What follows belongs to an exercise in optimizing a design on an open flow for small area; a production flow would make more cautious choices.
At most, simulation tests tie the RTL to the original design; equivalence was not proved.
The RTL of run 9 was laid out without a check of its function.
Power and IR drop assume default switching activity.

`flow/run.sh`:
```
#!/bin/bash
# synth_recipe.tcl (not shown) runs the flow's synth.tcl, then flattens the netlist and writes it again
# the make line also repeats each setting of config.mk as NAME=value (left out here)
make -C /OpenROAD-flow-scripts/flow DESIGN_CONFIG=/design/flow/config.mk WORK_HOME=/design/flow/orfs CLKGATE_MAP_FILE= SYNTH_SCRIPT=/design/flow/synth_recipe.tcl finish
```
`flow/config.mk`:
```
export PLATFORM = sky130hd
export DESIGN_NAME = reg_file
export DESIGN_NICKNAME = reg_file
export VERILOG_FILES = /design/flow/design.v
export SDC_FILE = /design/flow/constraint.sdc
export NUM_CORES = 8
export LEC_CHECK = 0
export CAP_MARGIN = 20
export CORE_MARGIN = 2
export CORE_UTILIZATION = 40
export SLEW_MARGIN = 20
export SYNTH_HIERARCHICAL = 1
```
`flow/constraint.sdc`:
```
create_clock -name core_clock -period 10.0 [get_ports {clk}]
set_input_delay 2.0000 -clock core_clock [delete_from_list [all_inputs] [get_ports {clk}]]
set_output_delay 2.0000 -clock core_clock [all_outputs]
set_load 0.01 [all_outputs]
```
`flow/design.v`:
```
module reg_file #(
  parameter int DATA_WIDTH = 32,
  parameter int ADDR_WIDTH = 5,
  parameter int ZERO_REG   = 31
) (
  input  logic                  clk,
  input  logic                  rst_n,
  input  logic [ADDR_WIDTH-1:0] read_reg1,
  input  logic [ADDR_WIDTH-1:0] read_reg2,
  input  logic [ADDR_WIDTH-1:0] write_reg,
  input  logic [DATA_WIDTH-1:0] write_data,
  input  logic                  reg_write,
  output logic [DATA_WIDTH-1:0] read_data1,
  output logic [DATA_WIDTH-1:0] read_data2
);
  localparam int W     = DATA_WIDTH;
  localparam int NREGS = 31;
  logic [NREGS-1:0] we, we_n;
  always_comb begin
    for (int i = 0; i < NREGS; i++) begin
      we[i] = reg_write && (write_reg == 5'(i));
    end
  end
  assign we_n = ~we;
  logic [NREGS-1:0] valid;
  always_ff @(posedge clk or negedge rst_n) begin
    if (!rst_n) begin
      valid <= '0;
    end else begin
      valid <= valid | we;
    end
  end
  logic [NREGS-1:0][W-1:0] mem, mem_d;
  for (genvar i = 0; i < NREGS; i++) begin : g_w
    for (genvar b = 0; b < W; b++) begin : g_b
      rf_hold u_h (
        .q(mem[i][b]), .hold(we_n[i]), .d(write_data[b]), .en(we[i]),
        .y(mem_d[i][b])
      );
    end
  end
  always_ff @(posedge clk) begin
    mem <= mem_d;
  end
  logic write_live;
  assign write_live = reg_write && rst_n;
  logic [ADDR_WIDTH-1:0] rr [2];
  logic [W-1:0]          rd [2];
  assign rr[0] = read_reg1;
  assign rr[1] = read_reg2;
  for (genvar p = 0; p < 2; p++) begin : g_p
    logic        hit;
    logic [31:0] sel;
    assign hit = write_live && (write_reg == rr[p]) && (rr[p] != 5'(ZERO_REG));
    always_comb begin
      for (int i = 0; i < NREGS; i++) begin
        sel[i] = (rr[p] == 5'(i)) && valid[i] && !hit;
      end
      sel[31] = hit;
    end
    for (genvar b = 0; b < W; b++) begin : g_b
      logic [31:0] q;
      logic [9:0]  g_n;
      logic [3:0]  h;
      for (genvar i = 0; i < NREGS; i++) begin : g_q
        assign q[i] = mem[i][b];
      end
      assign q[31] = write_data[b];
      for (genvar k = 0; k < 10; k++) begin : g_g
        rf_aoi222 u_g (
          .a1(sel[3*k]),   .a2(q[3*k]),
          .b1(sel[3*k+1]), .b2(q[3*k+1]),
          .c1(sel[3*k+2]), .c2(q[3*k+2]),
          .y(g_n[k])
        );
      end
      rf_ao22  u_g10 (.a1(sel[30]), .a2(q[30]), .b1(sel[31]), .b2(q[31]), .y(h[3]));
      rf_nand4 u_h0 (.a(g_n[0]), .b(g_n[1]), .c(g_n[2]), .d(g_n[3]), .y(h[0]));
      rf_nand3 u_h1 (.a(g_n[4]), .b(g_n[5]), .c(g_n[6]), .y(h[1]));
      rf_nand3 u_h2 (.a(g_n[7]), .b(g_n[8]), .c(g_n[9]), .y(h[2]));
      rf_or4   u_o  (.a(h[0]), .b(h[1]), .c(h[2]), .d(h[3]), .y(rd[p][b]));
    end
  end
  assign read_data1 = rd[0];
  assign read_data2 = rd[1];
endmodule
module rf_hold (
  input  logic q,
  input  logic hold,
  input  logic d,
  input  logic en,
  output logic y
);
  assign y = (q & hold) | (d & en);
endmodule
module rf_aoi222 (
  input  logic a1,
  input  logic a2,
  input  logic b1,
  input  logic b2,
  input  logic c1,
  input  logic c2,
  output logic y
);
  assign y = ~((a1 & a2) | (b1 & b2) | (c1 & c2));
endmodule
module rf_ao22 (
  input  logic a1,
  input  logic a2,
  input  logic b1,
  input  logic b2,
  output logic y
);
  assign y = (a1 & a2) | (b1 & b2);
endmodule
module rf_nand4 (
  input  logic a,
  input  logic b,
  input  logic c,
  input  logic d,
  output logic y
);
  assign y = ~(a & b & c & d);
endmodule
module rf_nand3 (
  input  logic a,
  input  logic b,
  input  logic c,
  output logic y
);
  assign y = ~(a & b & c);
endmodule
module rf_or4 (
  input  logic a,
  input  logic b,
  input  logic c,
  input  logic d,
  output logic y
);
  assign y = a | b | c | d;
endmodule
```
==> results.toml, run 1 <==
[routing]
viasPerCell = 7.81
initialDrtViolationCount = 8961
finalWirelength_um = 191000
drc = 0
vias = 39000
firstDrtPassIters = 15
drtAntennaViolNets = 0
wire_per_inst_um = 38.2

[timing]
setup_tns_ns = 0
finalCriticalPeriod_ns = 9.15
finalHoldViolCount = 0
maxSlewViolCount = 0
period_share_pct = 91.5
fin_skew_ns = 0
relSlewSlack_pct = 16.6
tightest_slew_ns = 1.25
setup_viol = 0
fmax_mhz = 109
hold_slack_ns = 0.494
worst_slack_ns = 0.854
rsz0062_at_grt = "no"

[floorplan]
initial_core_util_pct = 40.2
io_pins = 114
die_area_um2 = 101000
rows = 115
coreArea_um2 = 98000
dieWidth_um = 318
dieHeight_um = 318

[global_routing]
track_usage_pct = 35.7
grt_overflow_total = 0
grt_start_max_net_pins = 35
grt_pass1_vias = 36000
antenna_found_initial = 21
grt_first_pass_wirelength_um = 267000

[critical_path]
cp.required_ns = 8.00
end_kind = "primary output"
r2r-start = "valid[27]"
startpoint_type = "input port"
slowest_stage = "nor3_4"
slowest_delay_ns = 0.86
worst_ep_arrival_time_ns = 7.15
worst-path-buf-inv = 3
r2r_end = "valid[27]"
critPathKind = "input port to primary output"
crit_fanout = 21
rrSetupSlack_ns = 9.17
crit_chain = "clkdlybuf4s50_1 > xnor2_1 > nand4_1 > nor3_4 > nor3_2 > buf_4 > a222oi_1 > nand4_1 > or4_1 > clkdlybuf4s50_1"
reg2regPathDepth = 1
cp_top_family = "simple AND/OR/NAND/NOR gates"

[place]
dp_hpwl_um = 108000
place_congestion = 0.940
post-place-ws_ns = 1.17
dp.cells = 4789
portBuffers = 113

[clocking]
cts_root_buf = "clkbuf_16"
clock_sinks = 1023
clk_path_buf_depth = 3
cts_max_level = 3
ctsResizeCount = 0
clk_latency_ns = 0.69
cts_buffers = 105
cts_tree = "built"
clk_pin_slew_ns = 0.06
cts_hold_buf = 0
postCtsSetupBuffers = 0

[logic_synthesis]
syn_inst = 3263
synthDistinctLibCells = 41
synth_edf_count = 0
mappedNetlistArea_um2 = 39400
synth_ff_type = "dfxtp_1"
ys_seq_area_share_pct = 52.4
yosys_warnings = 10
syn_avg_cell_area_um2 = 12.1
async_flop_share_pct = 3.03
synth-seq-cells = 1023
syn_nets = 3313

[finish]
final-seq-area_um2 = 20600
area_growth_pct = 19.6
fill_cells = 8805
drive_gt1_share_pct = 11.3
final_nets = 3659
multi_input_area_um2 = 18900
stdcell_count = 4990

[hold_path]
hold_class = "flop to flop"
hold_path_startpoint = "valid[5]"
holdPathEnd = "valid[5]"
worstHoldPathCells = 1

[power]
power_density_nw_per_um2 = 238
p_leak_nw = 18.0
ir_drop_v = 0.000140

[status]
status = "no timing/DRC/antenna violations"

[run]
cap_violations = 0
synth_stat cells, types with 3 or more instances:
cell type | number | area share (%)
a222oi_1 | 640 | 16
a22o_1 | 1056 | 23
and4_1 | 8 | 0.18
and4_2 | 8 | 0.20
clkbuf_1 | 9 | 0.086
dfrtp_1 | 31 | 2.0
dfxtp_1 | 992 | 50
inv_1 | 31 | 0.30
nand2_1 | 80 | 0.76
nand2b_1 | 31 | 0.49
nand3_1 | 135 | 1.7
nand3b_1 | 5 | 0.095
nand4_1 | 67 | 1.1
nor2_1 | 13 | 0.12
nor2b_1 | 7 | 0.11
nor3_1 | 36 | 0.46
nor3_2 | 9 | 0.23
nor3_4 | 3 | 0.12
or2_2 | 3 | 0.048
or4_1 | 64 | 1.2
xnor2_1 | 4 | 0.089
xor2_1 | 4 | 0.089
cell families after synthesis:
group / share of synthesized area (%)
AO/OA/AOI/OAI: 39.8
flip-flops: 52.4
AND/OR/NAND/NOR: 7.10
buffers and inverters: 0.584
XOR/XNOR: 0.178
per-module statistics from Yosys, one instance, submodules excluded:
module / copies in the design / area (µm²) / flops+latches / cells inside
rf_aoi222: 640 / 10.0 / 0 / 1
rf_nand3: 128 / 5.00 / 0 / 1
rf_hold: 992 / 8.76 / 0 / 1
reg_file: 1 / 22200 / 1023 / 1311
rf_ao22: 64 / 8.76 / 0 / 1
rf_or4: 64 / 7.51 / 0 / 1
rf_nand4: 64 / 6.26 / 0 / 1
final cells by class:
| class | count | area share [%] |
|---|---|---|
| sequential | 1023 | 43.8 |
| multi-input combinational | 2190 | 40.0 |
| clock buffer | 150 | 6.60 |
| timing repair buffer | 258 | 4.67 |
| tap | 1287 | 3.42 |
| clock inverter | 45 | 1.24 |
| inverter | 31 | 0.247 |
| antenna | 6 | 0.0319 |
power breakdown:
part / leakage [nW] / total (mW) / switching (mW) / internal, mW
combinational: 7.57 / 1.45 / 0.604 / 0.845
clock: 1.84 / 4.23 / 1.75 / 2.48
sequential: 8.61 / 5.56 / 0.658 / 4.90
placed cells by master (no fill, tap or decap), drive strengths merged, types with 26 or more instances in the layout:
master,n
a222oi,640
a22o,1056
buf,149
clkbuf,150
clkdlybuf4s50,109
clkinv,26
dfrtp,31
dfxtp,992
inv,36
nand2,80
nand2b,31
nand3,135
nand4,67
nor3,48
or4,64
through the flow:
stage / total power, mW / cell area, µm² / utilization (%)
4_1_cts: 11.2 / 47100 / 48.1
6_report: 11.2 / 47100 / 48.1
5_1_grt: 11.6 / 47100 / 48.1
2_1_floorplan: 6.36 / 39400 / -
3_3_place_gp: 6.96 / 43400 / 44.3
3_5_place_dp: 7.01 / 43400 / 44.3
flip-flops by register name, indices dropped and copies added (netlist names):
register and cells:
valid 31, mem 992
worst max-delay path by stage:
stage / startpoint / endpoint / depth (start not counted)
floorplan: write_reg[1] / read_data1[0] / 8
finish: read_reg1[2] / read_data1[7] / 10
detailed placement: read_reg1[2] / read_data1[2] / 10
global placement: read_reg1[2] / read_data1[2] / 10
global route: read_reg1[2] / read_data1[2] / 10
CTS: read_reg1[2] / read_data1[2] / 10
metal layers:
| layer | global-route usage [%] | routed length [µm] |
|---|---|---|
| met1 | 47.8 | 71700 |
| met2 | 49.7 | 75600 |
| met3 | 12.5 | 30600 |
| met4 | 20.2 | 12900 |
| met5 | 0.520 | 140 |
==> inputs of run 2 (changes only) <==
--- a/flow/design.v
+++ b/flow/design.v
@@ -49,4 +49,6 @@
   assign rr[0] = read_reg1;
   assign rr[1] = read_reg2;
+  logic [NREGS-1:0] wl;
+  assign wl = we & {NREGS{rst_n}};
   for (genvar p = 0; p < 2; p++) begin : g_p
     logic        hit;
@@ -55,5 +57,5 @@
     always_comb begin
       for (int i = 0; i < NREGS; i++) begin
-        sel[i] = (rr[p] == 5'(i)) && valid[i] && !hit;
+        sel[i] = (rr[p] == 5'(i)) && valid[i] && !wl[i];
       end
       sel[31] = hit;
--- a/flow/config.mk
+++ b/flow/config.mk
@@ -6,7 +6,10 @@
 export NUM_CORES = 8
 export LEC_CHECK = 0
-export CAP_MARGIN = 20
+export CAP_MARGIN = 10
 export CORE_MARGIN = 2
 export CORE_UTILIZATION = 40
-export SLEW_MARGIN = 20
+export CTS_BUF_LIST = sky130_fd_sc_hd__clkbuf_16
+export CTS_CLUSTER_DIAMETER = 60
+export CTS_CLUSTER_SIZE = 28
+export SLEW_MARGIN = 10
 export SYNTH_HIERARCHICAL = 1
==> results.toml, run 2 <==
[logic_synthesis]
syn_inst = 3249
async_flop_share_pct = 3.03
synth_ff_type = "dfxtp_1"
synthAdderAreaFrac_pct = 0
ys_seq_area_share_pct = 52.2
synth_top_area_cell = "dfxtp_1"
synthMuxAreaShare_pct = 0
synth_top_family_by_area = "compound AO/OA/AOI/OAI gates"
synth-seq-cells = 1023
syn_avg_cell_area_um2 = 12.2
syn_nets = 3299
synth_most_common_cell = "a22o_1"
ys_top_cells_by_count = "a22o_1 (1056), dfxtp_1 (992), a222oi_1 (640)"
synthXorXnorAreaFrac_pct = 0.177
synth_compound_area_share_pct = 39.6
yosys_warnings = 10
synth_top_area_share_pct = 50.2
synth.area.top_cells = "dfxtp_1 (50%), a22o_1 (23%), a222oi_1 (16%)"
synth_edf_count = 0
mappedNetlistArea_um2 = 39600
synthDistinctLibCells = 36
synthSimpleGateAreaFrac_pct = 7.44

[global_routing]
antenna_found_initial = 4
grt_overflow_total = 0
grt_start_max_net_pins = 45
track_usage_pct = 35.0
grt_pass1_vias = 36200
grt_first_pass_wirelength_um = 263000

[floorplan]
die_area_um2 = 101000
io_pins = 114
initial_core_util_pct = 40.3
dieWidth_um = 318
rows = 115
dieHeight_um = 318
coreArea_um2 = 98100

[critical_path]
slowest_stage = "nor2_2"
cp_common_cell = "clkdlybuf4s50_1"
end_kind = "primary output"
worst_ep_arrival_time_ns = 6.50
critPathKind = "input port to primary output"
crit_chain = "clkdlybuf4s50_1 > nor2_2 > nand3_1 > and4_2 > a222oi_1 > nand4_1 > or4_1 > clkdlybuf4s50_1"
cp.required_ns = 8.00
slowest_delay_ns = 0.77
startpoint_type = "input port"
crit_fanout = 32

[clocking]
cts_hold_buf = 0
ctsResizeCount = 0
postCtsSetupBuffers = 0
cts_root_buf = "clkbuf_16"
cts_tree = "built"
cts_max_level = 3
clk_latency_ns = 0.67
cts_buffers = 78
clk_path_buf_depth = 3
clk_pin_slew_ns = 0.06
clock_sinks = 1023

[timing]
finalHoldViolCount = 0
rsz0062_at_grt = "no"
finalCriticalPeriod_ns = 8.50
fmax_mhz = 118
relSlewSlack_pct = 11.4
fin_skew_ns = 0
tightest_slew_ns = 1.33
period_share_pct = 85.0
setup_tns_ns = 0
hold_slack_ns = 0.479
setup_viol = 0
maxSlewViolCount = 0

[power]
p_int_mw = 7.38
p_comb_share_pct = 13.7
p_leak_nw = 17.3
ir_drop_v = 0.000127
seqPwrFrac_pct = 53.5
switching_share_pct = 28.7
power_density_nw_per_um2 = 225
p_sw_mw = 2.98
clockPowerShare_pct = 32.8

[hold_path]
hold_class = "flop to flop"

[finish]
area_growth_pct = 16.2
final_nets = 3582
regMostFlops = "mem"
reg_top3 = "mem x992, valid x31"
multi_input_area_um2 = 18900
mostFrequentLayoutCells = "a22o_1 (1056), dfxtp_1 (992), a222oi_1 (640)"
largest_reg_flops = 992
fin_area_um2 = 46000
final-seq-area_um2 = 20600
drive_gt1_share_pct = 9.59
fill_cells = 9047
final_common_cell = "a22o_1"

[routing]
viasPerCell = 8.05
wire_per_inst_um = 38.6
drc = 0
drtAntennaViolNets = 0
firstDrtPassIters = 14
finalWirelength_um = 189000
initialDrtViolationCount = 9637
vias = 39300

[place]
dp_hpwl_um = 102000
portBuffers = 113
dpl-instance-area_um2 = 43200
place_congestion = 0.915

[run]
cap_violations = 0

[status]
status = "no timing/DRC/antenna violations"
-- run 2: cell types whose count changed in the layout (fill, tap and decap cells not counted), moves of 10 or more --
cell       delta
nand2_1      -55
and4_2       +46
buf_4        -33
nor3_2       -32
clkbuf_16    -29
nand3_1      +26
clkbuf_8     -23
clkinv_2     -21
clkbuf_1     -18
clkinv_8     +13
nor3_4       -12
nor2_4       +10
-- run 2: worst paths after layout --
check	slack, ns	from	endpoint	cells past startpoint
max	1.50	write_reg[1]	read_data2[27]	8
min	0.48	valid[27]	valid[27]	1
max reg2reg	9.28	mem[337]	mem[337]	1
min reg2reg	0.48	valid[27]	valid[27]	1
max in group asynchronous	7.72	rst_n	valid[24]	2
min in group asynchronous	1.47	rst_n	valid[16]	1
-- run 2: through the flow --
stage | utilization [%] | power, mW | std cells | setup slack [ns]
after CTS | 46.8 | 10.3 | 4883 | 1.72
after global placement | 44.0 | 6.92 | 4739 | 1.67
after global routing | 46.8 | 10.7 | 4883 | 1.45
final | 46.8 | 10.4 | 4886 | 1.50
after detailed placement | 44.0 | 6.97 | 4739 | 1.73
after floorplan | - | 6.37 | 3249 | 2.72
-- run 2: cell families (layout without fill, tap and decap cells) --
| logic type | count (synthesis) | count (layout) |
|---|---|---|
| other | 0 | 3 |
| AND/OR/NAND/NOR | 467 | 467 |
| buffers and inverters | 53 | 400 |
| flip-flops | 1023 | 1023 |
| AO/OA/AOI/OAI | 1698 | 1698 |
| XOR/XNOR | 8 | 8 |
-- run 2: critical path, delay by kind of cell --
kind                   cells  cell delay (ns)
and+or+nand+nor            5             2.64
buffers and inverters      2             1.15
AOI/OAI and AO/OA          1             0.69
-- run 2: routing by layer --
layer	up-vias	GRT usage, %	wire length [µm]
met5	-	0.189	25
met4	4	21.5	13500
met3	687	11.0	28300
met2	3583	48.6	74700
met1	19400	47.0	72100
li1	15700	-	-
-- run 2: power groups by stage --
stage | clock [mW] | sequential [mW] | combinational (mW)
6_report | 3.40 | 5.54 | 1.42
5_1_grt | 3.56 | 5.63 | 1.49
4_1_cts | 3.41 | 5.50 | 1.39
3_5_place_dp | 0 | 5.58 | 1.39
3_3_place_gp | 0 | 5.57 | 1.36
2_1_floorplan | 0 | 5.42 | 0.950
-- run 2: final cells by class --
cell class              count  area share, %
well taps                1287           3.50
flip-flops and latches   1023           44.9
clock buffers              80           4.36
diodes                      3         0.0163
clock inverters            64           1.56
repair buffers            225           4.28
inverters                  31          0.253
multi-input cells        2173           41.1
-- run 2: modules after synthesis (local to each module, per instance) --
module / cells / area [µm²] / flip-flops and latches / copies in the design
rf_ao22: 1 / 8.76 / 0 / 64
reg_file: 1297 / 22400 / 1023 / 1
rf_nand3: 1 / 5.00 / 0 / 128
rf_or4: 1 / 7.51 / 0 / 64
rf_aoi222: 1 / 10.0 / 0 / 640
rf_nand4: 1 / 6.26 / 0 / 64
rf_hold: 1 / 8.76 / 0 / 992
==> inputs of run 3 (changes only) <==
==> flow/flow/run.sh (new file) <==
#!/bin/bash
# Layout flow: the standard synthesis unchanged, then the standard ORFS
# layout with the smallest buffer on each port (repair_design sizes them up
# where a port drives a large load).
set -uo pipefail
bash standard.sh synth > flow_synth.log 2>&1 || exit 1
bash standard.sh \
  BUFFER_PORTS_ARGS="-buffer_cell sky130_fd_sc_hd__buf_1" \
  finish > flow_layout.log 2>&1 || exit 1
==> flow/standard.sh (new file) <==
#!/bin/bash
# synth_recipe.tcl (not shown) runs the flow's synth.tcl, then flattens the netlist and writes it again
# the make line also repeats each setting of config.mk as NAME=value (left out here)
make -C /OpenROAD-flow-scripts/flow DESIGN_CONFIG=/design/flow/config.mk WORK_HOME=/design/flow/orfs CLKGATE_MAP_FILE= SYNTH_SCRIPT=/design/flow/synth_recipe.tcl "${@:-finish}"
--- a/flow/config.mk
+++ b/flow/config.mk
@@ -10,5 +10,5 @@
 export CORE_UTILIZATION = 40
 export CTS_BUF_LIST = sky130_fd_sc_hd__clkbuf_16
-export CTS_CLUSTER_DIAMETER = 60
+export CTS_CLUSTER_DIAMETER = 50
 export CTS_CLUSTER_SIZE = 28
 export SLEW_MARGIN = 10
removed: flow/run.sh
==> results.toml, run 3 <==
[status]
status = "no timing/DRC/antenna violations"

[place]
place_congestion = 0.899
portBuffers = 113
dp.cells = 4729
dp_hpwl_um = 100000

[logic_synthesis]
yosys_warnings = 10
synth_edf_count = 0
synth_ff_type = "dfxtp_1"
synth_top_area_share_pct = 50.2
synthDistinctLibCells = 36
syn_inst = 3249
syn_nets = 3299
mappedNetlistArea_um2 = 39600
synth-seq-cells = 1023
synth_most_common_cell = "a22o_1"
syn_avg_cell_area_um2 = 12.2
synth.area.top_cells = "dfxtp_1 (50%), a22o_1 (23%), a222oi_1 (16%)"
ys_top_cells_by_count = "a22o_1 (1056), dfxtp_1 (992), a222oi_1 (640)"
async_flop_share_pct = 3.03
ys_seq_area_share_pct = 52.2
synth_top_area_cell = "dfxtp_1"

[timing]
tightest_slew_ns = 1.40
period_share_pct = 77.6
setup_viol = 0
rsz0062_at_grt = "no"
fmax_mhz = 129
fin_skew_ns = 0
finalHoldViolCount = 0
relSlewSlack_pct = 6.77
finalCriticalPeriod_ns = 7.76
setup_tns_ns = 0
maxSlewViolCount = 0

[critical_path]
end_kind = "primary output"
crit_fanout = 33
startpoint_type = "input port"
critPathKind = "input port to primary output"
cp.required_ns = 8.00
worst_ep_arrival_time_ns = 5.76

[power]
power_density_nw_per_um2 = 240
switching_share_pct = 29.2
p_int_mw = 7.83
p_sw_mw = 3.23
seqPwrFrac_pct = 50.0
ir_drop_v = 0.000143
total_power_mw = 11.1
clockPowerShare_pct = 37.8
p_leak_nw = 17.5
p_comb_share_pct = 12.2

[finish]
drive_gt1_share_pct = 11.3
final_nets = 3598
area_growth_pct = 16.8
regMostFlops = "mem"
reg_top3 = "mem x992, valid x31"
stdcell_count = 4927
mostFrequentLayoutCells = "a22o_1 (1056), dfxtp_1 (992), a222oi_1 (640)"
final_common_cell = "a22o_1"
largest_reg_flops = 992
fill_cells = 8966

[global_routing]
grt_start_max_net_pins = 35
grt_pass1_vias = 37600
grt_overflow_total = 0
grt_first_pass_wirelength_um = 267000
antenna_found_initial = 3
track_usage_pct = 35.4

[floorplan]
dieWidth_um = 318
initial_core_util_pct = 40.3
die_area_um2 = 101000
io_pins = 114
rows = 115
dieHeight_um = 318
coreArea_um2 = 98100

[routing]
finalWirelength_um = 190000
vias = 39400
viasPerCell = 8.00
drtAntennaViolNets = 0
initialDrtViolationCount = 8422
firstDrtPassIters = 15
wire_per_inst_um = 38.6
drc = 0

[clocking]
postCtsSetupBuffers = 0
clk_path_buf_depth = 3
cts_root_buf = "clkbuf_16"
clock_sinks = 1023
clk_latency_ns = 0.72
cts_max_level = 3
ctsResizeCount = 0
cts_tree = "built"
cts_hold_buf = 0
clk_pin_slew_ns = 0.06
cts_buffers = 104

[hold_path]
hold_class = "flop to flop"

[run]
cap_violations = 0
## run 3: kinds of logic (layout without fill, tap and decap cells)
| family | count (synthesis) | in the layout | share of synthesized area, % |
|---|---|---|---|
| compound gates | 1698 | 1698 | 39.6 |
| flops | 1023 | 1023 | 52.2 |
| simple gates | 467 | 467 | 7.44 |
| buf+inv | 53 | 443 | 0.607 |
| xor+xnor | 8 | 8 | 0.177 |
| other cells | 0 | 1 | 0 |
## run 3: worst max-delay path: stages
cell	delay [ns]
clkbuf_2	0.57
buf_4	0.48
nand3_1	0.14
and4_2	0.65
a222oi_1	0.61
nand4_1	0.45
or4_1	0.65
buf_1	0.15
## run 3: final timing paths
check | start | endpoint | slack, ns | depth (start not counted)
max | rst_n | read_data1[12] | 2.24 | 8
min | valid[27] | valid[27] | 0.48 | 1
max reg2reg | valid[7] | valid[7] | 9.30 | 1
min reg2reg | valid[27] | valid[27] | 0.48 | 1
max in group asynchronous | rst_n | valid[9] | 7.75 | 2
min in group asynchronous | rst_n | valid[7] | 1.35 | 1
## run 3: final cells by class
class / instances / area [µm²] / share of cell area [%]
multi-input combinational: 2173 / 18900 / 40.9
tap: 1287 / 1610 / 3.49
sequential: 1023 / 20600 / 44.7
clock buffer: 106 / 2650 / 5.74
antenna: 1 / 2.50 / 0.00542
inverter: 31 / 116 / 0.252
clock inverter: 91 / 1060 / 2.29
timing repair buffer: 215 / 1220 / 2.64
## run 3: power by group through the flow
| stage | Clock, mW | Sequential (mW) | Combinational [mW] |
|---|---|---|---|
| 2_1_floorplan | 0 | 5.42 | 0.950 |
| 3_3_place_gp | 0 | 5.56 | 1.28 |
| 3_5_place_dp | 0 | 5.57 | 1.31 |
| 4_1_cts | 4.19 | 5.50 | 1.31 |
| 5_1_grt | 4.37 | 5.62 | 1.41 |
| 6_report | 4.18 | 5.53 | 1.34 |
## run 3: through the flow
stage / worst slack, ns / cell area, µm² / hold slack [ns] / utilization, %
after floorplan: 2.72 / 39600 / 0.441 / -
after global placement: 2.36 / 42500 / 0.459 / 43.3
after detailed placement: 2.40 / 42500 / 0.465 / 43.3
after CTS: 2.39 / 46200 / 0.480 / 47.1
after global routing: 2.21 / 46200 / 0.496 / 47.1
final: 2.24 / 46200 / 0.478 / 47.1
## run 3: layer usage
layer | share of wire (%) | up-vias | track usage [%]
li1 | - | 15800 | -
met1 | 37 | 19200 | 45.4
met2 | 41 | 3652 | 49.9
met3 | 15 | 738 | 13.0
met4 | 7.0 | 4 | 22.3
met5 | 0.045 | - | 0.473
## run 3: Yosys stat by module, one instance, submodules excluded
module | times used | flops+latches | cells inside
rf_aoi222 | 640 | 0 | 1
rf_or4 | 64 | 0 | 1
reg_file | 1 | 1023 | 1297
rf_nand3 | 128 | 0 | 1
rf_nand4 | 64 | 0 | 1
rf_hold | 992 | 0 | 1
rf_ao22 | 64 | 0 | 1
==> inputs of run 4 (changes only) <==
--- a/flow/config.mk
+++ b/flow/config.mk
@@ -6,10 +6,10 @@
 export NUM_CORES = 8
 export LEC_CHECK = 0
-export CAP_MARGIN = 10
+export CAP_MARGIN = 0
 export CORE_MARGIN = 2
 export CORE_UTILIZATION = 40
 export CTS_BUF_LIST = sky130_fd_sc_hd__clkbuf_16
 export CTS_CLUSTER_DIAMETER = 50
-export CTS_CLUSTER_SIZE = 28
-export SLEW_MARGIN = 10
+export CTS_CLUSTER_SIZE = 26
+export SLEW_MARGIN = 0
 export SYNTH_HIERARCHICAL = 1
==> results.toml, run 4 <==
[status]
status = "no timing/DRC/antenna violations"

[floorplan]
die_area_um2 = 101000
dieHeight_um = 318
dieWidth_um = 318
initial_core_util_pct = 40.3
coreArea_um2 = 98100
io_pins = 114
rows = 115

[timing]
tightest_slew_ns = 1.40
rsz0062_at_grt = "no"
hold_slack_ns = 0.478
worst_slack_ns = 2.24
setup_viol = 0
relSlewSlack_pct = 6.77
finalHoldViolCount = 0
finalCriticalPeriod_ns = 7.76
maxSlewViolCount = 0
setup_tns_ns = 0
fmax_mhz = 129
fin_skew_ns = 0
period_share_pct = 77.6

[place]
place_congestion = 0.899
dp.cells = 4729
dp_hpwl_um = 100000
portBuffers = 113
post-place-ws_ns = 2.40

[routing]
finalWirelength_um = 190000
initialDrtViolationCount = 8422
viasPerCell = 8.00
wl_met2_um = 77000
drtAntennaViolNets = 0
wl_met1_um = 70600
drc = 0
wl_met3_um = 29000
vias = 39400
routed.top_layer = "met5"
firstDrtPassIters = 15
wire_per_inst_um = 38.6

[run]
cap_violations = 0

[power]
ir_drop_v = 0.000143
p_sw_mw = 3.23
power_density_nw_per_um2 = 240
p_int_mw = 7.83
clockPowerShare_pct = 37.8
switching_share_pct = 29.2
p_comb_share_pct = 12.2
seqPwrFrac_pct = 50.0
p_leak_nw = 17.5

[critical_path]
cp_top_family = "simple AND/OR/NAND/NOR gates"
worst-path-buf-inv = 3
reg2regPathDepth = 1
worst_ep_arrival_time_ns = 5.76
critPathKind = "input port to primary output"
cp.required_ns = 8.00
crit_chain = "clkbuf_2 > buf_4 > nand3_1 > and4_2 > a222oi_1 > nand4_1 > or4_1 > buf_1"
crit_fanout = 33
slowest_stage = "and4_2"
crit_cells = 8
startpoint_type = "input port"
end_kind = "primary output"
slowest_delay_ns = 0.65

[global_routing]
track_usage_pct = 35.4
antenna_found_initial = 3
grt_overflow_total = 0
grt_first_pass_wirelength_um = 267000
grt_start_max_net_pins = 35
grt_pass1_vias = 37600

[logic_synthesis]
ys_top_cells_by_count = "a22o_1 (1056), dfxtp_1 (992), a222oi_1 (640)"
syn_avg_cell_area_um2 = 12.2
synth_top_area_cell = "dfxtp_1"
synth_ff_type = "dfxtp_1"
synth_top_area_share_pct = 50.2
syn_inst = 3249
yosys_warnings = 10
synth-seq-cells = 1023
mappedNetlistArea_um2 = 39600
async_flop_share_pct = 3.03
syn_nets = 3299
ys_seq_area_share_pct = 52.2
synthDistinctLibCells = 36
synth_edf_count = 0
synth_most_common_cell = "a22o_1"
synth.area.top_cells = "dfxtp_1 (50%), a22o_1 (23%), a222oi_1 (16%)"

[finish]
drive_gt1_share_pct = 11.3
stdcell_count = 4927
final_common_cell = "a22o_1"
multi_input_area_um2 = 18900
regMostFlops = "mem"
reg_top3 = "mem x992, valid x31"
final-seq-area_um2 = 20600
area_growth_pct = 16.8
final_nets = 3598
fill_cells = 8966
largest_reg_flops = 992
mostFrequentLayoutCells = "a22o_1 (1056), dfxtp_1 (992), a222oi_1 (640)"

[clocking]
cts_tree = "built"
clk_latency_ns = 0.72
clk_pin_slew_ns = 0.06
clock_sinks = 1023
cts_hold_buf = 0
cts_max_level = 3
clk_path_buf_depth = 3
cts_root_buf = "clkbuf_16"
ctsResizeCount = 0
cts_buffers = 104
postCtsSetupBuffers = 0

[hold_path]
hold_class = "flop to flop"
worstHoldPathCells = 1
==> run 4: cell counts in the layout (fill, tap and decap cells not counted) <==
No cell type changed its count.
==> run 4: Yosys stat by module, one instance, submodules excluded <==
module	area [µm²]	flops+latches	times used	cells inside
reg_file	22400	1023	1	1297
rf_ao22	8.76	0	64	1
rf_hold	8.76	0	992	1
rf_nand3	5.00	0	128	1
rf_nand4	6.26	0	64	1
rf_aoi222	10.0	0	640	1
rf_or4	7.51	0	64	1
==> run 4: layout make-up <==
type                    count  area share, %
multi-input cells        2173           40.9
well taps                1287           3.49
flip-flops and latches   1023           44.7
clock inverters            91           2.29
clock buffers             106           5.74
inverters                  31          0.252
diodes                      1        0.00542
repair buffers            215           2.64
==> run 4: cell families (layout without fill, tap and decap cells) <==
logic type | Yosys count | in the layout | share of synthesized area [%]
compound gates | 1698 | 1698 | 39.6
xor+xnor | 8 | 8 | 0.177
buf+inv | 53 | 443 | 0.607
flops | 1023 | 1023 | 52.2
other cells | 0 | 1 | 0
simple gates | 467 | 467 | 7.44
==> run 4: power groups by stage <==
stage / Sequential, mW / Combinational [mW] / Clock [mW]
after global placement: 5.56 / 1.28 / 0
after floorplan: 5.42 / 0.950 / 0
after global routing: 5.62 / 1.41 / 4.37
after CTS: 5.50 / 1.31 / 4.19
after detailed placement: 5.57 / 1.31 / 0
final: 5.53 / 1.34 / 4.18
==> run 4: stage by stage <==
step | util (%) | instance area, µm² | power (mW)
3_5_place_dp | 43.3 | 42500 | 6.89
5_1_grt | 47.1 | 46200 | 11.4
6_report | 47.1 | 46200 | 11.1
4_1_cts | 47.1 | 46200 | 11.0
2_1_floorplan | - | 39600 | 6.37
3_3_place_gp | 43.3 | 42500 | 6.84
==> run 4: routing by layer <==
layer / vias to the layer above / track usage [%]
met5: - / 0.473
met4: 4 / 22.3
met3: 738 / 13.0
met2: 3652 / 49.9
met1: 19200 / 45.4
li1: 15800 / -
==> run 4: worst paths after layout <==
path / start / endpoint / slack [ns]
max: rst_n / read_data1[12] / 2.24
min: valid[27] / valid[27] / 0.48
max reg2reg: valid[7] / valid[7] / 9.30
min reg2reg: valid[27] / valid[27] / 0.48
max in group asynchronous: rst_n / valid[9] / 7.75
min in group asynchronous: rst_n / valid[7] / 1.35
==> inputs of run 5 (changes only) <==
--- a/flow/config.mk
+++ b/flow/config.mk
@@ -6,10 +6,10 @@
 export NUM_CORES = 8
 export LEC_CHECK = 0
-export CAP_MARGIN = 0
+export CAP_MARGIN = 10
 export CORE_MARGIN = 2
 export CORE_UTILIZATION = 40
 export CTS_BUF_LIST = sky130_fd_sc_hd__clkbuf_16
-export CTS_CLUSTER_DIAMETER = 50
-export CTS_CLUSTER_SIZE = 26
-export SLEW_MARGIN = 0
+export CTS_CLUSTER_DIAMETER = 60
+export CTS_CLUSTER_SIZE = 32
+export SLEW_MARGIN = 10
 export SYNTH_HIERARCHICAL = 1
==> results.toml, run 5 <==
[status]
status = "no timing/DRC/antenna violations"

[power]
p_sw_mw = 2.93
clockPowerShare_pct = 32.8
switching_share_pct = 28.6
p_leak_nw = 17.0
p_int_mw = 7.30
seqPwrFrac_pct = 54.1
p_comb_share_pct = 13.1
total_power_mw = 10.2
power_density_nw_per_um2 = 227
ir_drop_v = 0.000123

[logic_synthesis]
yosys_warnings = 10
synth_ff_type = "dfxtp_1"
ys_top_cells_by_count = "a22o_1 (1056), dfxtp_1 (992), a222oi_1 (640)"
ys_seq_area_share_pct = 52.2
synthDistinctLibCells = 36
synth_top_area_share_pct = 50.2
synth_top_area_cell = "dfxtp_1"
syn_nets = 3299
async_flop_share_pct = 3.03
syn_inst = 3249
mappedNetlistArea_um2 = 39600
synth.area.top_cells = "dfxtp_1 (50%), a22o_1 (23%), a222oi_1 (16%)"
synth-seq-cells = 1023
syn_avg_cell_area_um2 = 12.2
synth_most_common_cell = "a22o_1"
synth_edf_count = 0

[timing]
maxSlewViolCount = 0
period_share_pct = 77.7
fmax_mhz = 129
rsz0062_at_grt = "no"
worst_slack_ns = 2.23
finalHoldViolCount = 0
tightest_slew_ns = 1.39
relSlewSlack_pct = 7.01
fin_skew_ns = 0
finalCriticalPeriod_ns = 7.77
setup_viol = 0
setup_tns_ns = 0

[finish]
reg_top3 = "mem x992, valid x31"
regMostFlops = "mem"
multi_input_area_um2 = 18900
mostFrequentLayoutCells = "a22o_1 (1056), dfxtp_1 (992), a222oi_1 (640)"
area_growth_pct = 14.0
final_common_cell = "a22o_1"
final-seq-area_um2 = 20600
stdcell_count = 4868
drive_gt1_share_pct = 9.62
largest_reg_flops = 992
final_nets = 3566
fill_cells = 9050

[floorplan]
coreArea_um2 = 98100
io_pins = 114
rows = 115
initial_core_util_pct = 40.3
die_area_um2 = 101000
dieHeight_um = 318
dieWidth_um = 318

[routing]
wire_per_inst_um = 39.0
drc = 0
vias = 39000
initialDrtViolationCount = 8750
drtAntennaViolNets = 0
firstDrtPassIters = 13
viasPerCell = 8.02
finalWirelength_um = 190000

[critical_path]
cp.required_ns = 8.00
rrSetupSlack_ns = 9.29
startpoint_type = "input port"
worst_ep_arrival_time_ns = 5.77
end_kind = "primary output"
critPathKind = "input port to primary output"
crit_fanout = 33

[clocking]
cts_tree = "built"
ctsResizeCount = 0
clk_pin_slew_ns = 0.07
cts_hold_buf = 0
clock_sinks = 1023
clk_path_buf_depth = 3
cts_buffers = 72
postCtsSetupBuffers = 0
cts_max_level = 3
cts_root_buf = "clkbuf_16"
clk_latency_ns = 0.68

[place]
portBuffers = 113
post-place-ws_ns = 2.40
dp_hpwl_um = 100000
dp.cells = 4729
place_congestion = 0.899

[global_routing]
grt_first_pass_wirelength_um = 266000
met2_usage_pct = 50.0
grt_use_met3_pct = 12.3
grt_start_max_net_pins = 35
grt_overflow_total = 0
track_usage_pct = 35.3
use_met1_pct = 45.7
antenna_found_initial = 3
grt_pass1_vias = 37100
grt-busiest-layer = "met2"

[hold_path]
hold_class = "flop to flop"

[run]
cap_violations = 0
-- run 5: changes by cell type in the layout (fill, tap and decap cells not counted), sizes merged --
cell / before / now
clkinvlp: 4 / 2
diode: 1 / 6
bufinv: 3 / 6
clkbuf: 129 / 99
inv: 82 / 60
clkinv: 33 / 20
-- run 5: per-module statistics from Yosys (local to each module, per instance), a selection --
| module | area, µm² | times used | cells inside |
|---|---|---|---|
| rf_ao22 | 8.76 | 64 | 1 |
| reg_file | 22400 | 1 | 1297 |
| rf_hold | 8.76 | 992 | 1 |
| rf_aoi222 | 10.0 | 640 | 1 |
| rf_or4 | 7.51 | 64 | 1 |
| rf_nand4 | 6.26 | 64 | 1 |
-- run 5: metrics by stage --
| step | instance area, µm² | utilization, % | hold slack [ns] |
|---|---|---|---|
| after floorplan | 39600 | - | 0.441 |
| after global placement | 42500 | 43.3 | 0.459 |
| after detailed placement | 42500 | 43.3 | 0.465 |
| after CTS | 45100 | 46.0 | 0.484 |
| after global routing | 45100 | 46.0 | 0.500 |
| final | 45100 | 46.0 | 0.484 |
-- run 5: area by class of cell --
class | count | area share [%]
flip-flops and latches | 1023 | 45.7
clock buffers | 76 | 4.22
inverters | 31 | 0.258
multi-input cells | 2173 | 41.9
well taps | 1287 | 3.57
diodes | 6 | 0.0333
clock inverters | 57 | 1.60
repair buffers | 215 | 2.70
-- run 5: worst paths after layout --
path	start	endpoint	cells after the start
setup reg to reg	valid[7]	valid[7]	1
setup / recovery	rst_n	read_data1[12]	8
min in group asynchronous	rst_n	valid[24]	1
hold reg to reg	valid[27]	valid[27]	1
max in group asynchronous	rst_n	valid[9]	2
hold / removal	valid[27]	valid[27]	1
-- run 5: power groups by stage --
stage / logic, mW / registers, mW / clock network [mW]
2_1_floorplan: 0.950 / 5.42 / 0
3_3_place_gp: 1.28 / 5.56 / 0
3_5_place_dp: 1.31 / 5.57 / 0
4_1_cts: 1.31 / 5.49 / 3.36
5_1_grt: 1.41 / 5.62 / 3.51
6_report: 1.34 / 5.53 / 3.35
-- run 5: worst max-delay path, cell delays in order --
cell	delay, ns
clkbuf_2	0.58
buf_4	0.49
nand3_1	0.14
and4_2	0.66
a222oi_1	0.61
nand4_1	0.45
or4_1	0.65
buf_1	0.15
-- run 5: cells by family (layout without fill, tap and decap cells) --
family | Yosys count | count (layout) | synth area share [%]
AOI/OAI and AO/OA | 1698 | 1698 | 39.6
xor gates and xnor gates | 8 | 8 | 0.177
buffers and inverters | 53 | 379 | 0.607
DFF | 1023 | 1023 | 52.2
other | 0 | 6 | 0
and+or+nand+nor | 467 | 467 | 7.44
-- run 5: routing by layer --
layer,up-vias,share of wire [%]
met3,736,15
met4,4,7.0
met2,3510,41
met5,-,0.044
met1,19100,37
li1,15700,-
==> inputs of run 6 (changes only) <==
--- a/flow/config.mk
+++ b/flow/config.mk
@@ -10,6 +10,6 @@
 export CORE_UTILIZATION = 40
 export CTS_BUF_LIST = sky130_fd_sc_hd__clkbuf_16
-export CTS_CLUSTER_DIAMETER = 60
-export CTS_CLUSTER_SIZE = 32
+export CTS_CLUSTER_DIAMETER = 70
+export CTS_CLUSTER_SIZE = 24
 export SLEW_MARGIN = 10
 export SYNTH_HIERARCHICAL = 1
==> results.toml, run 6 <==
[critical_path]
worst_ep_arrival_time_ns = 5.78
reg2regPathDepth = 1
cp.required_ns = 8.00
crit_chain = "clkbuf_2 > buf_4 > nand3_1 > and4_2 > a222oi_1 > nand4_1 > or4_1 > buf_1"
slowest_stage = "or4_1"
critPathKind = "input port to primary output"
end_kind = "primary output"
startpoint_type = "input port"
slowest_delay_ns = 0.74
rrSetupSlack_ns = 9.29
crit_fanout = 33
r2r-start = "mem[274]"
r2r_end = "mem[274]"

[logic_synthesis]
ys_seq_area_share_pct = 52.2
synth-seq-cells = 1023
synth_top_area_share_pct = 50.2
yosys_warnings = 10
synthDistinctLibCells = 36
syn_inst = 3249
syn_nets = 3299
synth_top_area_cell = "dfxtp_1"
synth_ff_type = "dfxtp_1"
mappedNetlistArea_um2 = 39600
syn_avg_cell_area_um2 = 12.2
async_flop_share_pct = 3.03
synth_most_common_cell = "a22o_1"
synth.area.top_cells = "dfxtp_1 (50%), a22o_1 (23%), a222oi_1 (16%)"
ys_top_cells_by_count = "a22o_1 (1056), dfxtp_1 (992), a222oi_1 (640)"
synth_edf_count = 0

[clocking]
cts_tree = "built"
cts_max_level = 2
clk_latency_ns = 0.68
cts_root_buf = "clkbuf_16"
postCtsSetupBuffers = 0
clk_path_buf_depth = 3
clock_sinks = 1023
ctsResizeCount = 0
cts_hold_buf = 0
cts_buffers = 55
clk_pin_slew_ns = 0.08

[floorplan]
dieWidth_um = 318
dieHeight_um = 318
initial_core_util_pct = 40.3
rows = 115
die_area_um2 = 101000
coreArea_um2 = 98100
io_pins = 114

[finish]
post-route-util_pct = 45.0
final_nets = 3549
fill_cells = 9140
largest_reg_flops = 992
area_growth_pct = 11.7
stdcell_count = 4817
reg_top3 = "mem x992, valid x31"
final_common_cell = "a22o_1"
final-seq-area_um2 = 20600
drive_gt1_share_pct = 8.48
regMostFlops = "mem"
multi_input_area_um2 = 18900
mostFrequentLayoutCells = "a22o_1 (1056), dfxtp_1 (992), a222oi_1 (640)"

[routing]
finalWirelength_um = 190000
vias = 39100
wl_met2_um = 77100
wl_met1_um = 71000
routed.top_layer = "met5"
firstDrtPassIters = 13
drc = 0
initialDrtViolationCount = 8778
drtAntennaViolNets = 0
viasPerCell = 8.11
wl_met3_um = 28100
wire_per_inst_um = 39.4

[timing]
fmax_mhz = 128
fin_skew_ns = 0
tightest_slew_ns = 1.40
finalCriticalPeriod_ns = 7.78
rsz0062_at_grt = "no"
setup_viol = 0
period_share_pct = 77.8
relSlewSlack_pct = 6.44
maxSlewViolCount = 0
hold_slack_ns = 0.483
setup_tns_ns = 0
finalHoldViolCount = 0

[hold_path]
worstHoldPathCells = 1
holdPathEnd = "valid[27]"
hold_class = "flop to flop"
hold_path_startpoint = "valid[27]"

[place]
portBuffers = 113
dp_hpwl_um = 100000
dp.cells = 4729
place_congestion = 0.899

[global_routing]
antenna_found_initial = 2
grt_overflow_total = 0
grt_first_pass_wirelength_um = 265000
grt_pass1_vias = 37000
track_usage_pct = 35.2
grt_start_max_net_pins = 35

[run]
cap_violations = 0

[power]
total_power_mw = 9.46
ir_drop_v = 0.000128
power_density_nw_per_um2 = 214
p_leak_nw = 16.5

[status]
status = "no timing/DRC/antenna violations"
-- run 6: cell counts after synthesis --
No cell type changed its count.
-- run 6: worst max path at each step --
stage	start	endpoint	slack (ns)	cells after the start
after detailed placement	rst_n	read_data1[12]	2.40	8
after CTS	rst_n	read_data1[12]	2.39	8
after floorplan	read_reg1[4]	read_data1[0]	2.72	6
final	rst_n	read_data2[19]	2.22	8
after global routing	rst_n	read_data2[19]	2.20	8
after global placement	rst_n	read_data1[12]	2.36	8
-- run 6: where the power goes --
part	switching [mW]	internal, mW
sequential	0.641	4.89
clock	1.49	1.09
combinational	0.570	0.774
-- run 6: cell type report --
type | instances | share of cell area (%)
Clock inverter | 27 | 0.600
Tap cell | 1287 | 3.65
Timing Repair Buffer | 215 | 2.76
Multi-Input combinational cell | 2173 | 42.8
Inverter | 31 | 0.263
Clock buffer | 57 | 3.23
Sequential cell | 1023 | 46.7
Antenna cell | 4 | 0.0227
-- run 6: per-module statistics from Yosys (local to each module, per instance) --
module     flops+latches  times used  cells  cell area [µm²]
reg_file            1023           1   1297            22400
rf_aoi222              0         640      1             10.0
rf_hold                0         992      1             8.76
rf_nand3               0         128      1             5.00
rf_or4                 0          64      1             7.51
rf_nand4               0          64      1             6.26
rf_ao22                0          64      1             8.76
-- run 6: logic make-up after synthesis --
group                  share of synthesized area (%)
XOR/XNOR                                       0.177
AO/OA/AOI/OAI                                   39.6
flip-flops                                      52.2
AND/OR/NAND/NOR                                 7.44
buffers and inverters                          0.607
-- run 6: stage by stage --
| step | cell area [µm²] | setup slack [ns] |
|---|---|---|
| 3_3_place_gp | 42500 | 2.36 |
| 3_5_place_dp | 42500 | 2.40 |
| 5_1_grt | 44200 | 2.20 |
| 6_report | 44200 | 2.22 |
| 2_1_floorplan | 39600 | 2.72 |
| 4_1_cts | 44200 | 2.39 |
-- run 6: worst max-delay path: cells and delay by family --
kind,cells,cell delay (ns)
buffers and inverters,3,1.20
AO/OA/AOI/OAI,1,0.51
AND/OR/NAND/NOR,4,2.00
-- run 6: layer usage --
layer	up-vias	GRT usage [%]
li1	15600	-
met1	19300	45.6
met2	3497	50.0
met3	713	12.0
met4	8	21.6
met5	-	0.946
==> inputs of run 7 (changes only) <==
--- a/flow/config.mk
+++ b/flow/config.mk
@@ -9,7 +9,7 @@
 export CORE_MARGIN = 2
 export CORE_UTILIZATION = 40
-export CTS_BUF_LIST = sky130_fd_sc_hd__clkbuf_16
+export CTS_BUF_LIST = sky130_fd_sc_hd__clkbuf_8
 export CTS_CLUSTER_DIAMETER = 70
-export CTS_CLUSTER_SIZE = 24
+export CTS_CLUSTER_SIZE = 14
 export SLEW_MARGIN = 10
 export SYNTH_HIERARCHICAL = 1
==> results.toml, run 7 <==
[clocking]
clk_path_buf_depth = 3
ctsResizeCount = 0
cts_hold_buf = 0
clk_pin_slew_ns = 0.09
cts_tree = "built"
cts_buffers = 84
cts_max_level = 3
postCtsSetupBuffers = 0
cts_root_buf = "clkbuf_8"
clock_sinks = 1023
clk_latency_ns = 0.79

[global_routing]
grt_start_max_net_pins = 35
track_usage_pct = 35.4
grt_first_pass_wirelength_um = 266000
grt_overflow_total = 0
grt_pass1_vias = 37300
antenna_found_initial = 10

[floorplan]
dieWidth_um = 318
rows = 115
io_pins = 114
dieHeight_um = 318
die_area_um2 = 101000
coreArea_um2 = 98100
initial_core_util_pct = 40.3

[critical_path]
r2r_end = "valid[24]"
rrSetupSlack_ns = 9.29
crit_fanout = 33
critPathKind = "input port to primary output"
crit_start = "rst_n"
r2r-start = "valid[24]"
cp.required_ns = 8.00
startpoint_type = "input port"
end_kind = "primary output"
worst_ep_arrival_time_ns = 5.78
reg2regPathDepth = 1

[logic_synthesis]
synthDistinctLibCells = 36
synth_top_area_share_pct = 50.2
syn_inst = 3249
synth_edf_count = 0
synth_top_area_cell = "dfxtp_1"
synth_ff_type = "dfxtp_1"
syn_nets = 3299
ys_seq_area_share_pct = 52.2
yosys_warnings = 10
ys_top_cells_by_count = "a22o_1 (1056), dfxtp_1 (992), a222oi_1 (640)"
mappedNetlistArea_um2 = 39600
synth-seq-cells = 1023
synth.area.top_cells = "dfxtp_1 (50%), a22o_1 (23%), a222oi_1 (16%)"
syn_avg_cell_area_um2 = 12.2
synth_most_common_cell = "a22o_1"
async_flop_share_pct = 3.03

[power]
p_sw_mw = 2.65
power_density_nw_per_um2 = 208
p_int_mw = 6.44
seqPwrFrac_pct = 60.9
clockPowerShare_pct = 24.3
p_comb_share_pct = 14.8
ir_drop_v = 0.0000817
total_power_mw = 9.09
p_leak_nw = 16.3
switching_share_pct = 29.1

[finish]
regMostFlops = "mem"
reg_top3 = "mem x992, valid x31"
area_growth_pct = 10.7
final_nets = 3578
largest_reg_flops = 992
post-route-util_pct = 44.6
drive_gt1_share_pct = 8.97
mostFrequentLayoutCells = "a22o_1 (1056), dfxtp_1 (992), a222oi_1 (640)"
fin_area_um2 = 43800
final_common_cell = "a22o_1"

[place]
dpl-instance-area_um2 = 42500
portBuffers = 113
place_congestion = 0.899
dp_hpwl_um = 100000

[hold_path]
holdPathEnd = "valid[27]"
hold_class = "flop to flop"
worstHoldPathCells = 1
hold_path_startpoint = "valid[27]"

[timing]
setup_tns_ns = 0
fmax_mhz = 128
maxSlewViolCount = 0
finalCriticalPeriod_ns = 7.78
fin_skew_ns = 0
tightest_slew_ns = 1.38
relSlewSlack_pct = 7.98
period_share_pct = 77.8
rsz0062_at_grt = "no"
hold_slack_ns = 0.488
setup_viol = 0
finalHoldViolCount = 0

[routing]
drtAntennaViolNets = 0
wire_per_inst_um = 39.2
firstDrtPassIters = 14
finalWirelength_um = 190000
vias = 39200
drc = 0
initialDrtViolationCount = 8244
viasPerCell = 8.10

[status]
status = "no timing/DRC/antenna violations"

[run]
cap_violations = 0
run 7: cell counts after synthesis:
No cell type changed its count.
run 7: worst max-delay path by stage:
stage | endpoint | slack [ns] | depth (start not counted)
after floorplan | read_data1[0] | 2.72 | 6
after global placement | read_data1[12] | 2.36 | 8
after detailed placement | read_data1[12] | 2.40 | 8
after CTS | read_data1[12] | 2.39 | 8
after global routing | read_data1[19] | 2.15 | 8
final | read_data1[19] | 2.22 | 8
run 7: cell type report:
cell class                      count  area, µm²
Fill cell                        9221      54400
Antenna cell                        6       15.0
Inverter                           31        116
Timing Repair Buffer              215       1220
Clock inverter                     19        133
Sequential cell                  1023      20600
Multi-Input combinational cell   2173      18900
Tap cell                         1287       1610
Clock buffer                       84       1160
run 7: layer usage:
metal | vias to the layer above | share of wire [%] | global-route usage [%]
met1 | 19300 | 37 | 45.7
li1 | 15600 | - | -
met4 | 8 | 6.9 | 22.2
met3 | 723 | 15 | 12.8
met5 | - | 0.026 | 0.0946
met2 | 3528 | 41 | 49.8
run 7: worst max-delay path, stage by stage:
cell      delay (ns)
clkbuf_2        0.57
buf_4           0.49
nand3_1         0.15
and4_2          0.62
a222oi_1        0.49
nand4_1         0.53
or4_1           0.73
buf_1           0.16
run 7: cell families (layout without fill, tap and decap cells):
family	count (synthesis)	count (layout)	synth area share [%]
xor+xnor	8	8	0.177
simple gates	467	467	7.44
buf+inv	53	349	0.607
compound gates	1698	1698	39.6
other cells	0	6	0
flops	1023	1023	52.2
run 7: metrics by stage:
stage	setup WS, ns	instances
2_1_floorplan	2.72	3249
3_3_place_gp	2.36	4729
3_5_place_dp	2.40	4729
4_1_cts	2.39	4832
5_1_grt	2.15	4835
6_report	2.22	4838
run 7: power by group through the flow:
stage / clock, mW / combinational (mW) / sequential [mW]
CTS: 2.21 / 1.31 / 5.49
global placement: 0 / 1.28 / 5.56
global route: 2.37 / 1.41 / 5.62
detailed placement: 0 / 1.31 / 5.57
finish: 2.21 / 1.34 / 5.53
floorplan: 0 / 0.950 / 5.42
run 7: per-module statistics from Yosys (local to each module, per instance):
module | flops+latches | times used
reg_file | 1023 | 1
rf_ao22 | 0 | 64
rf_aoi222 | 0 | 640
rf_hold | 0 | 992
rf_nand3 | 0 | 128
rf_nand4 | 0 | 64
rf_or4 | 0 | 64
==> inputs of run 8 (changes only) <==
==> flow/flow/run.sh (replaced) <==
#!/bin/bash
# Layout flow: the standard synthesis unchanged, then the standard ORFS
# layout with small port buffers and power (area) recovery after global route.
set -uo pipefail
bash standard.sh synth > flow_synth.log 2>&1 || exit 1
bash standard.sh \
  BUFFER_PORTS_ARGS="-buffer_cell sky130_fd_sc_hd__buf_1" \
  RECOVER_POWER=100 \
  finish > flow_layout.log 2>&1 || exit 1
--- a/flow/config.mk
+++ b/flow/config.mk
@@ -8,8 +8,8 @@
 export CAP_MARGIN = 10
 export CORE_MARGIN = 2
-export CORE_UTILIZATION = 40
+export CORE_UTILIZATION = 60
 export CTS_BUF_LIST = sky130_fd_sc_hd__clkbuf_8
-export CTS_CLUSTER_DIAMETER = 70
-export CTS_CLUSTER_SIZE = 14
+export CTS_CLUSTER_DIAMETER = 50
+export CTS_CLUSTER_SIZE = 16
 export SLEW_MARGIN = 10
 export SYNTH_HIERARCHICAL = 1
==> results.toml, run 8 <==
[status]
status = "complete, but fails checks"
so_faults = "capacitance limit, slew limit"

[timing]
rsz0062_at_grt = "no"
maxSlewViolCount = 1552
finalCriticalPeriod_ns = 8.94
relSlewSlack_pct = -121
setup_tns_ns = 0
worst_slack_ns = 1.06
period_share_pct = 89.4
hold_slack_ns = 0.490
setup_viol = 0
fin_skew_ns = 0
fmax_mhz = 112
finalHoldViolCount = 0
tightest_slew_ns = 3.32

[global_routing]
grt_overflow_total = 0
grt_pass1_vias = 40000
grt_first_pass_wirelength_um = 274000
grt_start_max_net_pins = 41
antenna_found_initial = 20
track_usage_pct = 55.4

[run]
cap_violations = 51

[place]
dp_hpwl_um = 107000
post-place-ws_ns = 2.31
portBuffers = 113
place_congestion = 0.975
dp.cells = 4353

[logic_synthesis]
synth_most_common_cell = "a22o_1"
ys_seq_area_share_pct = 52.2
async_flop_share_pct = 3.03
ys_top_cells_by_count = "a22o_1 (1056), dfxtp_1 (992), a222oi_1 (640)"
synth_edf_count = 0
synth_ff_type = "dfxtp_1"
syn_avg_cell_area_um2 = 12.2
syn_inst = 3249
mappedNetlistArea_um2 = 39600
synth_top_area_share_pct = 50.2
synth_top_area_cell = "dfxtp_1"
synth-seq-cells = 1023
synth.area.top_cells = "dfxtp_1 (50%), a22o_1 (23%), a222oi_1 (16%)"
yosys_warnings = 10
syn_nets = 3299
synthDistinctLibCells = 36

[critical_path]
end_kind = "primary output"
rrSetupSlack_ns = 9.21
worst_ep_arrival_time_ns = 6.94
cp.required_ns = 8.00
startpoint_type = "input port"
critPathKind = "input port to primary output"
crit_fanout = 40
reg2regPathDepth = 1

[finish]
final_common_cell = "a22o_1"
drive_gt1_share_pct = 8.34
fill_cells = 5037
reg_top3 = "mem x992, valid x31"
largest_reg_flops = 992
mostFrequentLayoutCells = "a22o_1 (1056), dfxtp_1 (992), a222oi_1 (640)"
final_nets = 3642
regMostFlops = "mem"
stdcell_count = 4547
area_growth_pct = 11.8

[power]
p_leak_nw = 16.9
power_density_nw_per_um2 = 223
ir_drop_v = 0.000158

[hold_path]
hold_class = "flop to flop"
worstHoldPathCells = 1

[clocking]
cts_root_buf = "clkbuf_8"
clk_path_buf_depth = 3
clk_pin_slew_ns = 0.10
cts_hold_buf = 0
clk_latency_ns = 0.78
ctsResizeCount = 0
cts_max_level = 3
clock_sinks = 1023
cts_buffers = 101
cts_tree = "built"
postCtsSetupBuffers = 0

[floorplan]
rows = 94
die_area_um2 = 68000
initial_core_util_pct = 60.4
dieWidth_um = 261
coreArea_um2 = 65500
dieHeight_um = 261
io_pins = 114

[routing]
finalWirelength_um = 196000
drc = 0
initialDrtViolationCount = 11600
drtAntennaViolNets = 0
viasPerCell = 9.26
vias = 42100
firstDrtPassIters = 17
wire_per_inst_um = 43.2
==> run 8: cell count changes in the layout (fill, tap and decap cells not counted), moves of 8 or more <==
| cell | before | now |
|---|---|---|
| clkbuf_8 | 84 | 108 |
| nand2_2 | 15 | 0 |
| inv_8 | 0 | 8 |
| and4_2 | 54 | 1 |
| buf_4 | 102 | 94 |
| inv_6 | 1 | 23 |
| clkbuf_1 | 0 | 65 |
| and4_1 | 9 | 62 |
| buf_1 | 90 | 81 |
| clkinv_4 | 0 | 8 |
| nand2_1 | 4 | 19 |
==> run 8: layout make-up <==
type                    count  area [µm²]  share of cell area [%]
clock buffers             108        1490                    3.36
inverters                  31         116                   0.263
repair buffers            262        1360                    3.08
flip-flops and latches   1023       20600                    46.6
clock inverters            74         751                    1.70
well taps                 864        1080                    2.44
multi-input cells        2173       18800                    42.4
diodes                     12        30.0                  0.0679
==> run 8: cells by family (layout without fill, tap and decap cells) <==
group           after synthesis  after routing  share of synthesized area, %
other cells                   0             12                             0
xor+xnor                      8              8                         0.177
buf+inv                      53            475                         0.607
compound gates             1698           1698                          39.6
simple gates                467            467                          7.44
flops                      1023           1023                          52.2
==> run 8: routing by layer <==
metal / global-route usage [%] / wire [µm] / vias to the layer above
met5: 1.14 / 233 / -
met4: 41.7 / 19500 / 22
met3: 30.0 / 38500 / 1556
met2: 75.2 / 75600 / 4802
met1: 65.1 / 62500 / 19900
li1: - / - / 15800
==> run 8: stage by stage <==
step | instance area, µm² | power, mW | util, %
global route | 44200 | 10.1 | 67.5
detailed placement | 42200 | 6.92 | 64.4
global placement | 42200 | 6.79 | 64.4
floorplan | 39600 | 6.37 | -
finish | 44200 | 9.87 | 67.5
CTS | 44400 | 9.72 | 67.8
==> run 8: final timing paths <==
| path | from | endpoint |
|---|---|---|
| setup / recovery | rst_n | read_data1[19] |
| hold / removal | valid[1] | valid[1] |
| setup reg to reg | valid[8] | valid[8] |
| hold reg to reg | valid[1] | valid[1] |
| max in group asynchronous | rst_n | valid[24] |
| min in group asynchronous | rst_n | valid[18] |
==> run 8: power by group <==
group	total [mW]	switching, mW	internal [mW]
sequential	5.55	0.662	4.89
clock	2.93	1.69	1.24
combinational	1.39	0.608	0.779
total	9.87	2.96	6.91
==> run 8: per-module statistics from Yosys (local to each module, per instance) <==
module | flip-flops and latches | area (µm²) | copies in the design
rf_hold | 0 | 8.76 | 992
rf_nand4 | 0 | 6.26 | 64
rf_or4 | 0 | 7.51 | 64
reg_file | 1023 | 22400 | 1
rf_aoi222 | 0 | 10.0 | 640
rf_ao22 | 0 | 8.76 | 64
rf_nand3 | 0 | 5.00 | 128
==> run 8: worst max-delay path: stages <==
cell and delay [ns]:
clkbuf_1 1.37, nand3_1 0.24, and4_1 0.62, clkbuf_1 0.76, a222oi_1 0.59, nand3_1 0.41, or4_1 0.72, buf_1 0.17
==> inputs of run 9 (changes only) <==
--- a/flow/design.v
+++ b/flow/design.v
@@ -23,4 +23,8 @@
   end
   assign we_n = ~we;
+  logic [NREGS-1:0] st_en, st_hold;
+  rf_wdec u_wdec (
+    .write_reg(write_reg), .reg_write(reg_write), .en(st_en), .hold(st_hold)
+  );
   logic [NREGS-1:0] valid;
   always_ff @(posedge clk or negedge rst_n) begin
@@ -35,5 +39,5 @@
     for (genvar b = 0; b < W; b++) begin : g_b
       rf_hold u_h (
-        .q(mem[i][b]), .hold(we_n[i]), .d(write_data[b]), .en(we[i]),
+        .q(mem[i][b]), .hold(st_hold[i]), .d(write_data[b]), .en(st_en[i]),
         .y(mem_d[i][b])
       );
@@ -86,4 +90,17 @@
   assign read_data1 = rd[0];
   assign read_data2 = rd[1];
+endmodule
+module rf_wdec (
+  input  logic [4:0]  write_reg,
+  input  logic        reg_write,
+  output logic [30:0] en,
+  output logic [30:0] hold
+);
+  always_comb begin
+    for (int i = 0; i < 31; i++) begin
+      en[i]   = reg_write && (write_reg == 5'(i));
+      hold[i] = !en[i];
+    end
+  end
 endmodule
 module rf_hold (
==> flow/flow/run.sh (replaced) <==
#!/bin/bash
# Layout flow: the standard synthesis unchanged, then the standard ORFS
# layout with the smallest buffer on each port (repair_design sizes them up
# where a port drives a large load).
set -uo pipefail
bash standard.sh synth > flow_synth.log 2>&1 || exit 1
bash standard.sh \
  BUFFER_PORTS_ARGS="-buffer_cell sky130_fd_sc_hd__buf_1" \
  finish > flow_layout.log 2>&1 || exit 1
--- a/flow/config.mk
+++ b/flow/config.mk
@@ -8,8 +8,8 @@
 export CAP_MARGIN = 10
 export CORE_MARGIN = 2
-export CORE_UTILIZATION = 60
-export CTS_BUF_LIST = sky130_fd_sc_hd__clkbuf_8
-export CTS_CLUSTER_DIAMETER = 50
-export CTS_CLUSTER_SIZE = 16
+export CORE_UTILIZATION = 40
+export CTS_BUF_LIST = sky130_fd_sc_hd__clkbuf_16
+export CTS_CLUSTER_DIAMETER = 70
+export CTS_CLUSTER_SIZE = 24
 export SLEW_MARGIN = 10
 export SYNTH_HIERARCHICAL = 1
==> results.toml, run 9 <==
[status]
status = "no timing/DRC/antenna violations"

[power]
p_leak_nw = 16.5
p_sw_mw = 2.78
switching_share_pct = 28.8
power_density_nw_per_um2 = 214
clockPowerShare_pct = 27.7
seqPwrFrac_pct = 57.4
p_comb_share_pct = 14.9
ir_drop_v = 0.000151

[critical_path]
r2r-start = "valid[27]"
crit_fanout = 32
crit_start = "rst_n"
cp.required_ns = 8.00
startpoint_type = "input port"

[routing]
wire_per_inst_um = 40.6
firstDrtPassIters = 12
initialDrtViolationCount = 8730
finalWirelength_um = 199000
viasPerCell = 8.17
vias = 40000
drc = 0

[clocking]
clk_pin_slew_ns = 0.09
cts_tree = "built"
clock_sinks = 1023
cts_max_level = 2
clk_latency_ns = 0.68
cts_root_buf = "clkbuf_16"
cts_buffers = 55
postCtsSetupBuffers = 0

[global_routing]
grt_pass1_vias = 36700
track_usage_pct = 36.8
met2_usage_pct = 51.7
grt_first_pass_wirelength_um = 275000
use_met1_pct = 47.6
grt_overflow_total = 0

[finish]
drive_gt1_share_pct = 10.4
regMostFlops = "mem"
final_nets = 3628

[logic_synthesis]
synth_most_common_cell = "a22o_1"
synth-seq-cells = 1023
ys_top_cells_by_count = "a22o_1 (1056), dfxtp_1 (992), a222oi_1 (640)"
syn_nets = 3349
synth_top_area_cell = "dfxtp_1"
async_flop_share_pct = 3.03
syn_inst = 3299
synth_ff_type = "dfxtp_1"
synth_top_area_share_pct = 50.0
ys_seq_area_share_pct = 52.0
synth_edf_count = 0
synthDistinctLibCells = 43
yosys_warnings = 11
synth.area.top_cells = "dfxtp_1 (50%), a22o_1 (23%), a222oi_1 (16%)"
syn_avg_cell_area_um2 = 12.0

[floorplan]
dieHeight_um = 319
initial_core_util_pct = 40.3
coreArea_um2 = 98400
dieWidth_um = 319
rows = 115
io_pins = 114

[timing]
period_share_pct = 80.5
finalHoldViolCount = 0
rsz0062_at_grt = "no"
setup_viol = 0
relSlewSlack_pct = 4.96
maxSlewViolCount = 0
fin_skew_ns = 0
fmax_mhz = 124

[run]
cap_violations = 0

[hold_path]
hold_path_startpoint = "valid[17]"
hold_class = "flop to flop"

[place]
dp_hpwl_um = 112000
[run 9: Yosys stat by module, one instance, submodules excluded, excerpt]
module     flip-flops and latches  copies in the design  area (µm²)
rf_nand3                        0                   128        5.00
rf_ao22                         0                    64        8.76
rf_hold                         0                   992        8.76
rf_aoi222                       0                   640        10.0
rf_or4                          0                    64        7.51
rf_nand4                        0                    64        6.26
rf_wdec                         0                     1         483
[run 9: logic make-up (layout without fill, tap and decap cells)]
family          count (synthesis)  in the layout  share of synthesized area, %
buf+inv                        38            348                         0.432
other cells                     0              5                             0
flops                        1023           1023                          52.0
simple gates                  470            470                          6.77
compound gates               1760           1760                          40.6
xor+xnor                        8              8                         0.177
[run 9: area by class of cell]
class | instances | area, µm²
Fill cell | 9142 | 53400
Sequential cell | 1023 | 20600
Multi-Input combinational cell | 2238 | 19400
Tap cell | 1287 | 1610
Timing Repair Buffer | 258 | 1550
Clock buffer | 57 | 1430
Clock inverter | 31 | 342
Antenna cell | 5 | 12.5
Inverter | 2 | 7.51
[run 9: path summary, 6_finish.rpt]
check                      depth (start not counted)  slack (ns)              to
max                                                9        1.95  read_data2[22]
min                                                1        0.48       valid[17]
max reg2reg                                        1        9.26       valid[27]
min reg2reg                                        1        0.48       valid[17]
max in group asynchronous                          2        8.04        valid[8]
min in group asynchronous                          1        1.27       valid[21]
[run 9: stage by stage]
stage	cells	area (µm²)	power (mW)	utilization (%)	worst slack, ns
6_report	4901	45000	9.62	45.7	1.95
5_1_grt	4896	45000	9.91	45.7	1.96
4_1_cts	4896	45000	9.54	45.7	2.25
3_5_place_dp	4808	43200	6.97	43.9	2.23
3_3_place_gp	4808	43200	6.92	43.9	2.27
2_1_floorplan	3299	39700	6.40	-	2.72
[run 9: worst max-delay path, cell delays in order]
cell	delay, ns
clkbuf_2	0.38
nand3_1	0.54
o41ai_1	0.79
nor3_2	0.11
buf_4	0.36
a222oi_1	0.32
nand4_1	0.62
or4_1	0.74
buf_1	0.15
[run 9: layer usage]
metal	wire length [µm]	vias to the layer above
met4	14900	14
met1	72400	19700
met2	79700	3646
met5	91	-
met3	31900	812
li1	-	15800
[run 9: power groups by stage]
stage                     clock, mW  sequential, mW  combinational [mW]
after CTS                      2.65            5.49                1.40
final                          2.66            5.53                1.43
after floorplan                   0            5.41               0.983
after detailed placement          0            5.57                1.40
after global routing           2.79            5.61                1.50
after global placement            0            5.56                1.37

Setup slack of run 9, layout unchanged: 1.953 ns with ideal ports, 1.925 ns with driving cells assumed (clock clkbuf_16, inputs buf_2), 1.925 ns with port delays also shifted by the 0.748 ns mid clock arrival.
